From an optimization exercise on the open Yosys and OpenROAD flow, aimed at small area, a short achievable clock period and few clock cycles per item; shortcuts taken in it are not production practice. Function was checked by simulation only, so behaviour that the tests miss may differ from the original.

<file path="flow/run.sh">
#!/bin/bash
# synth_recipe.tcl (not shown) runs the flow's synth.tcl, then flattens the netlist and writes it again
# the make line also repeats each setting of config.mk as NAME=value (left out here)
make -C /OpenROAD-flow-scripts/flow DESIGN_CONFIG=/design/flow/config.mk WORK_HOME=/design/flow/orfs CLKGATE_MAP_FILE= SYNTH_SCRIPT=/design/flow/synth_recipe.tcl finish
</file>
<file path="flow/config.mk">
export PLATFORM = sky130hd
export DESIGN_NAME = value_noise_interpolator
export DESIGN_NICKNAME = value_noise_interpolator
export VERILOG_FILES = /design/flow/design.v
export SDC_FILE = /design/flow/constraint.sdc
export NUM_CORES = 4
export LEC_CHECK = 0
export CAP_MARGIN = 20
export CORE_MARGIN = 2
export CORE_UTILIZATION = 40
export SLEW_MARGIN = 20
</file>
<file path="flow/constraint.sdc">
create_clock -name core_clock -period 12.0 [get_ports {clk_i}]
set_input_delay 2.4000 -clock core_clock [delete_from_list [all_inputs] [get_ports {clk_i}]]
set_output_delay 2.4000 -clock core_clock [all_outputs]
set_load 0.01 [all_outputs]
</file>
<file path="flow/design.v">
package vni_pkg;
  localparam logic [1:0] MODE_STEP   = 2'd0;
  localparam logic [1:0] MODE_LINEAR = 2'd1;
  localparam logic [1:0] MODE_COSINE = 2'd2;
  localparam logic [1:0] MODE_CUBIC  = 2'd3;
  localparam logic [1:0] CFG_INTERP_MODE = 2'd0;
  localparam logic [1:0] CFG_CLIP_ENABLE = 2'd1;
  localparam logic [1:0] CFG_SEED        = 2'd2;
  localparam logic [1:0]  RST_INTERP_MODE = MODE_CUBIC;
  localparam logic        RST_CLIP_ENABLE = 1'b0;
  localparam logic [31:0] RST_SEED        = 32'd1;
  localparam longint unsigned PI_Q30 = 64'd3373259426;
  localparam int XS_A = 13;
  localparam int XS_B = 17;
  localparam int XS_C = 5;
  function automatic logic [31:0] xorshift32(input logic [31:0] x);
    logic [31:0] y;
    y = x ^ (x << XS_A);
    y = y ^ (y >> XS_B);
    y = y ^ (y << XS_C);
    xorshift32 = y;
  endfunction
endpackage
module value_noise_interpolator #(
  parameter int FRAC_BITS      = 16,
  parameter int COS_TABLE_BITS = 8
) (
  input  logic clk_i,
  input  logic rst_ni,
  input  logic                                 s_axis_tvalid,
  output logic                                 s_axis_tready,
  input  logic [((FRAC_BITS + 1 + 7) / 8) * 8 - 1:0] s_axis_tdata,
  input  logic                                 s_axis_tuser,
  output logic                                 m_axis_tvalid,
  input  logic                                 m_axis_tready,
  output logic [((FRAC_BITS + 3 + 7) / 8) * 8 - 1:0] m_axis_tdata,
  input  logic                                 cfg_we_i,
  input  logic [1:0]                           cfg_idx_i,
  input  logic [31:0]                          cfg_data_i
);
  localparam int F       = FRAC_BITS;
  localparam int C       = COS_TABLE_BITS;
  localparam int OW      = F + 3;               
  localparam int OUT_DW  = ((F + 3 + 7) / 8) * 8;
  localparam int TAB_N   = 1 << C;
  localparam int TAB_LEN = TAB_N + 1;
  localparam logic [F:0] ONE_P = {1'b1, {F{1'b0}}};
  function automatic logic [TAB_LEN*(F+1)-1:0] build_cos_table();
    logic [TAB_LEN*(F+1)-1:0] tab;
    longint unsigned          theta;
    longint unsigned          term;
    longint                   sum;
    longint                   ent;
    tab = '0;
    for (int k = 0; k <= TAB_N / 2; k++) begin
      theta = (vni_pkg::PI_Q30 * 64'(k)) >> C;
      term  = 64'd1 << 30;
      sum   = 0;
      for (int m = 1; m <= 8; m++) begin
        term = (term * theta) >> 30;
        term = (term * theta) >> 30;
        term = term / 64'((2 * m - 1) * (2 * m));
        if ((m % 2) == 1) begin
          sum = sum + longint'(term);
        end else begin
          sum = sum - longint'(term);
        end
      end
      if (sum < 0) begin
        sum = 0;
      end
      ent = (sum + (longint'(1) << (30 - F))) >>> (31 - F);
      tab[k*(F+1) +: F+1] = (F + 1)'(ent);
    end
    for (int k = TAB_N / 2 + 1; k <= TAB_N; k++) begin
      tab[k*(F+1) +: F+1] = ONE_P - tab[(TAB_N - k)*(F+1) +: F+1];
    end
    build_cos_table = tab;
  endfunction
  localparam logic [TAB_LEN*(F+1)-1:0] COS_TAB = build_cos_table();
  logic [1:0]  mode_q;
  logic        clip_q;
  logic [31:0] seed_q;
  always_ff @(posedge clk_i or negedge rst_ni) begin
    if (!rst_ni) begin
      mode_q <= vni_pkg::RST_INTERP_MODE;
      clip_q <= vni_pkg::RST_CLIP_ENABLE;
      seed_q <= vni_pkg::RST_SEED;
    end else if (cfg_we_i) begin
      unique case (cfg_idx_i)
        vni_pkg::CFG_INTERP_MODE: mode_q <= cfg_data_i[1:0];
        vni_pkg::CFG_CLIP_ENABLE: clip_q <= cfg_data_i[0];
        vni_pkg::CFG_SEED:        seed_q <= cfg_data_i;
        default:                  ;
      endcase
    end
  end
  logic is_cubic, is_cos, is_step;
  assign is_cubic = (mode_q == vni_pkg::MODE_CUBIC);
  assign is_cos   = (mode_q == vni_pkg::MODE_COSINE);
  assign is_step  = (mode_q == vni_pkg::MODE_STEP);
  logic fill_q;                  
  logic v1_q, v2_q, v3_q, vo_q;  
  logic en, acc, do_fill;
  assign en            = !vo_q || m_axis_tready;
  assign s_axis_tready = en;
  assign acc           = s_axis_tvalid && en;
  assign do_fill       = fill_q || (acc && s_axis_tuser);
  assign m_axis_tvalid = vo_q;
  always_ff @(posedge clk_i or negedge rst_ni) begin
    if (!rst_ni) begin
      fill_q <= 1'b1;
      v1_q   <= 1'b0;
      v2_q   <= 1'b0;
      v3_q   <= 1'b0;
      vo_q   <= 1'b0;
    end else begin
      fill_q <= 1'b0;
      if (en) begin
        v1_q <= acc;
        v2_q <= v1_q;
        v3_q <= v2_q;
        vo_q <= v3_q;
      end
    end
  end
  logic [F-1:0]  w0_q, w1_q, w2_q;
  logic [31:0]   g3_q;
  logic [F-1:0]  t_q;
  logic [F:0]    inc_q;
  logic [F:0]    t_sum;
  logic          shift;
  logic [F:0]    inc_in;
  logic [31:0]   fs1, fs2, gsrc;
  assign t_sum  = {1'b0, t_q} + inc_q;
  assign shift  = t_sum[F];
  assign inc_in = (s_axis_tdata[F:0] > ONE_P) ? ONE_P : s_axis_tdata[F:0];
  assign fs1    = vni_pkg::xorshift32(seed_q);
  assign fs2    = vni_pkg::xorshift32(fs1);
  assign gsrc   = do_fill ? fs2 : g3_q;
  always_ff @(posedge clk_i) begin
    if (do_fill) begin
      w0_q <= seed_q[31 -: F];
      w1_q <= fs1[31 -: F];
      w2_q <= gsrc[31 -: F];
      g3_q <= vni_pkg::xorshift32(gsrc);
      t_q  <= '0;
    end else if (acc) begin
      if (shift) begin
        w0_q <= w1_q;
        w1_q <= w2_q;
        w2_q <= gsrc[31 -: F];
        g3_q <= vni_pkg::xorshift32(gsrc);
      end
      t_q <= t_sum[F-1:0];
    end
    if (acc) begin
      inc_q <= inc_in;
    end else if (fill_q) begin
      inc_q <= '0;
    end
  end
  logic signed [18:0] s1_p;        
  logic signed [19:0] s1_q;
  logic signed [18:0] s1_a;
  logic signed [17:0] s1_r;
  logic signed [36:0] s1_prod;
  always_comb begin
    logic signed [18:0] x0, x1, x2, x3;
    x0   = 19'(w0_q);
    x1   = 19'(w1_q);
    x2   = 19'(w2_q);
    x3   = 19'(g3_q[31 -: F]);
    s1_p = (x3 - x2) - (x0 - x1);
    s1_q = 20'(x0 - x1) - 20'(s1_p);
    if (is_cubic) begin
      s1_r = 18'(x2 - x0);
    end else if (is_step) begin
      s1_r = '0;
    end else begin
      s1_r = 18'(x2 - x1);
    end
  end
  assign s1_prod = 37'(s1_p) * $signed({1'b0, t_q}) + (37'(s1_q) <<< F);
  assign s1_a    = is_cubic ? 19'(s1_prod >>> F) : '0;
  logic signed [18:0] a2_q;
  logic signed [17:0] r2_q;
  logic [F-1:0]       w1_2_q, t2_q;
  always_ff @(posedge clk_i) begin
    if (en) begin
      a2_q   <= s1_a;
      r2_q   <= s1_r;
      w1_2_q <= w1_q;
      t2_q   <= t_q;
    end
  end
  logic signed [37:0] s2_prod;
  logic signed [18:0] s2_b;
  logic [F:0]         s2_cos;
  logic [F-1:0]       s2_m;
  assign s2_prod = 38'(a2_q) * $signed({1'b0, t2_q}) + (38'(r2_q) <<< F);
  assign s2_b    = 19'(s2_prod >>> F);
  assign s2_cos  = COS_TAB[t2_q[F-1 -: C]*(F+1) +: F+1];
  assign s2_m    = is_cos ? s2_cos[F-1:0] : t2_q;
  logic signed [18:0] b3_q;
  logic [F-1:0]       w1_3_q, m3_q;
  always_ff @(posedge clk_i) begin
    if (en) begin
      b3_q   <= s2_b;
      w1_3_q <= w1_2_q;
      m3_q   <= s2_m;
    end
  end
  logic signed [37:0] s3_prod;
  logic signed [20:0] s3_v;
  logic signed [20:0] val_clip;
  logic [OW-1:0]      val_sat;
  assign s3_prod = 38'(b3_q) * $signed({1'b0, m3_q}) + $signed({6'd0, w1_3_q, 16'd0});
  assign s3_v    = 21'(s3_prod >>> F);
  always_comb begin
    val_clip = s3_v;
    if (is_cubic && clip_q) begin
      if (s3_v < 0) begin
        val_clip = '0;
      end else if (s3_v > 21'sd65536) begin
        val_clip = 21'sd65536;
      end
    end
    if (val_clip < -21'sd262144) begin
      val_sat = 19'h40000;
    end else if (val_clip > 21'sd262143) begin
      val_sat = 19'h3ffff;
    end else begin
      val_sat = val_clip[OW-1:0];
    end
  end
  logic [OW-1:0] out_q;
  always_ff @(posedge clk_i) begin
    if (en) begin
      out_q <= val_sat;
    end
  end
  assign m_axis_tdata = OUT_DW'(out_q);
endmodule
</file>
==> run summary <==
-- final timing paths --
check | slack, ns | cells past startpoint | end
min in group asynchronous | 1.77 | 1 | seed_q[1]$_DFFE_PN0P_
worst min-delay path | 0.41 | 0 | w1_3_q[11]$_DFFE_PN_
worst max register to register | 0.97 | 44 | a2_q[17]$_SDFFCE_PN0N_
max in group asynchronous | 9.80 | 1 | v3_q$_DFFE_PN0N_
worst min register to register | 0.41 | 0 | w1_3_q[11]$_DFFE_PN_
worst max-delay path | 0.97 | 44 | a2_q[17]$_SDFFCE_PN0N_
-- cell families (layout without fill, tap and decap cells) --
family | count (synthesis) | in the layout
AOI/OAI and AO/OA | 857 | 857
xor gates and xnor gates | 363 | 363
adders and majority gates | 1423 | 1423
buffers and inverters | 1646 | 1578
DFF | 291 | 291
muxes | 58 | 58
other | 1 | 6
and+or+nand+nor | 1639 | 1639
-- layout make-up --
type	count	area [µm²]	area share, %
multi-input combinational	4346	42560	69.73
sequential	291	8383	13.74
inverter	1359	5101	8.358
tap	1890	2365	3.875
timing repair buffer	152	1344	2.202
clock buffer	47	1035	1.695
clock inverter	20	250.2	0.4100
-- metrics by stage --
stage / std cells / hold slack [ns] / utilization [%] / setup WS (ns)
floorplan: 6283 / 0.4003 / - / 0.7819
global placement: 8038 / 0.4020 / 42.20 / 1.055
detailed placement: 8038 / 0.4045 / 42.20 / 0.9931
CTS: 8105 / 0.4085 / 43.10 / 0.9539
global route: 8105 / 0.4271 / 43.11 / 0.06815
finish: 8105 / 0.4065 / 43.11 / 0.9656
-- per-layer routing --
metal	vias up	global-route usage [%]	share of wire, %
met5	-	0	0.018
met4	4	6.241	2.9
met3	271	2.235	4.7
met2	1044	38.02	50
met1	21310	28.00	42
li1	19310	-	-
-- flip-flops by register name, indices dropped and copies added (netlist names), 16 cells and up --
register	flops
t_q	16
out_q	19
w0_q	16
seed_q	32
g3_q	32
inc_q	17
m3_q	16
a2_q	19
b3_q	19
w1_2_q	16
r2_q	17
w2_q	16
w1_3_q	16
t2_q	16
w1_q	16
-- worst max-delay path, delay by kind of cell (launching register included) --
family	cells	cell delay, ns
mux	1	0.21
compound gates	15	3.65
xor+xnor	2	0.44
buf+inv	8	0.50
simple gates	8	1.28
flops	1	0.41
fa+ha+maj	10	4.30
-- synthesized netlist by cell type (all sizes together), types with 59 or more instances --
cell type | count | share of area, %
nand2 | 662 | 4.4
a21o | 59 | 0.78
o21ai | 233 | 2.0
xnor2 | 228 | 3.5
a21oi | 264 | 2.3
inv | 1355 | 8.9
clkbuf | 251 | 1.7
edfxtp | 235 | 12
nor2 | 218 | 1.4
ha | 434 | 9.5
and2 | 494 | 5.4
nor3 | 64 | 0.56
xor2 | 134 | 2.1
fa | 989 | 35
==> impl_metrics.csv <==
group,metric,value,unit
critical_path,path_class,"register to register",
cts,cts_sinks,291,
logic_synthesis,synth_edf_count,235,
sta,rsz0062_at_grt,"false",
sta,setup_viol,0,
cts,htree_levels,2,
global_route,grt_usage,21.59,%
logic_synthesis,async_flop_share,13.75,%
route,route.detailed.wl_per_inst,18.98,µm
global_route,antenna_found_initial,5,
cells_and_area,drive_above_1_share,3.492,%
hold_path,hp-class,"register to register",
cells_and_area,n_antenna_cell,0,
floorplan,fp.coreArea,0.1416,mm²
cells_and_area,final_nets,7674,
route,via_per_inst,5.174,
logic_synthesis,synth_flop_cell,"edfxtp_1",
floorplan,num_rows,138,
critical_path,worstSetupStartpoint,"w0_q[0]$_DFFE_PP_",
sta,slew_headroom,11.59,%
global_route,grt_pass1_vias,44680,
logic_synthesis,synth_area,0.05706,mm²
sta,fmax,0.09063,GHz
cts,clockBufferDepth,3,
cells_and_area,final_common_cell,"inv_1",
floorplan,die_h,381.7,µm
route,firstDrtPassIters,6,
logic_synthesis,synth_top_family_by_area,"adder cells",
sta,hold_viol_final,0,
logic_synthesis,yosysUniqueCellTypes,85,
floorplan,io_pins,90,
critical_path,slowest_stage,"fa_1",
hold_path,hold_start,"w1_2_q[11]$_DFFE_PN_",
cts,cts_root_buf,"clkbuf_16",
logic_synthesis,synth_warnings,1,
route,drt_iter0_drc,3130,
route,num_vias,41930,
route,drt_drc_violations_left,0,
critical_path,cp_common_cell,"inv_1",
global_route,overflow,0,
floorplan,initial_core_util,40.30,%
logic_synthesis,syn_inst,6278,
logic_synthesis,avgSynthCellArea,9.089,µm²
route,drt.antenna.violating_nets,0,
cts,cts_tree,"built",
placed_design,portBuffers,77,
logic_synthesis,post_synth_fa_ha_maj_area_fraction,44.21,%
sta,worstMarginPinSlew,1.293,ns
sta,finalSetupTns,0,ns
cts,clk_pin_slew,0.07,ns
cells_and_area,nFillCells,13990,
critical_path,required,12.33,ns
logic_synthesis,synthMuxAreaShare,1.318,%
sta,timing.final.max_slew_violations,0,
logic_synthesis,ys_ff_latch,291,
sta,fin_skew,0.04291,ns
logic_synthesis,synth_seq_area_share,14.69,%
critical_path,critical_path.max_fanout,7,
cts,cts_buffers,37,
floorplan,die_w,381.7,µm
logic_synthesis,synth_compound_area_share,9.323,%
critical_path,worstPathArrival,11.37,ns
cells_and_area,syn_to_final_growth,6.957,%
global_route,grt_pass1_wl,248900,µm
critical_path,critPathCaptureType,"register",
floorplan,die_area,0.1457,mm²
placed_design,hpwl,124000,µm
cts,cts_hold_buf,0,
cts,clk_latency,0.63,ns
cts,cts_resized,0,
global_route,grt_max_degree,84,
logic_synthesis,synth_xor_area_share,5.635,%
placed_design,gp_congestion,0.9429,
run,maxCapViolations,0,
sta,fin_crit,11.03,ns
run_status,status,"finished clean",
logic_synthesis,synth-simple-area-share,13.95,%
cells_and_area,layout_common_cells,"inv_1, fa_1, nand2_1, and2_1, ha_1",
route,wl,153800,µm
critical_path,critical_path.max_stage_delay,0.57,ns
cts,post-cts-setup-buffers,0,
critical_path,startpoint_type,"register",
critical_path,r2r-start,"w0_q[0]$_DFFE_PP_",
cells_and_area,design_area,0.06103,mm²
placed_design,postPlaceCellArea,0.05974,mm²
sta,final.period_utilization,91.95,%
Testbench counts, summed over its fixed seeds: cycles 4,992, items 4,800.

-- static timing again, ports no longer ideal --
The results above use ideal ports. As a check the final layout listed here was re-extracted and re-timed, cells and wires unchanged.
Step 1: set_driving_cell puts a clkbuf_16 on clk_i and a buf_2 on each other input, an assumption about the parent block.
Step 2 also shifts input and output timing later by t, the mid clock arrival at the registers, as if the neighbouring blocks saw the same clock.
Three values: ideal, step 1, step 2; two values: the first two.
shift t [ns]: 0.679
setup slack, ns: 0.966 / 0.966 / 0.966
hold WS [ns]: 0.406 / 0.406 / 0.406
cell pins on the clock port's net: 1
After both steps this run still meets setup and hold. The setup slack of this run moves by 0.000 ns with the drivers and by 0.000 ns with both steps.
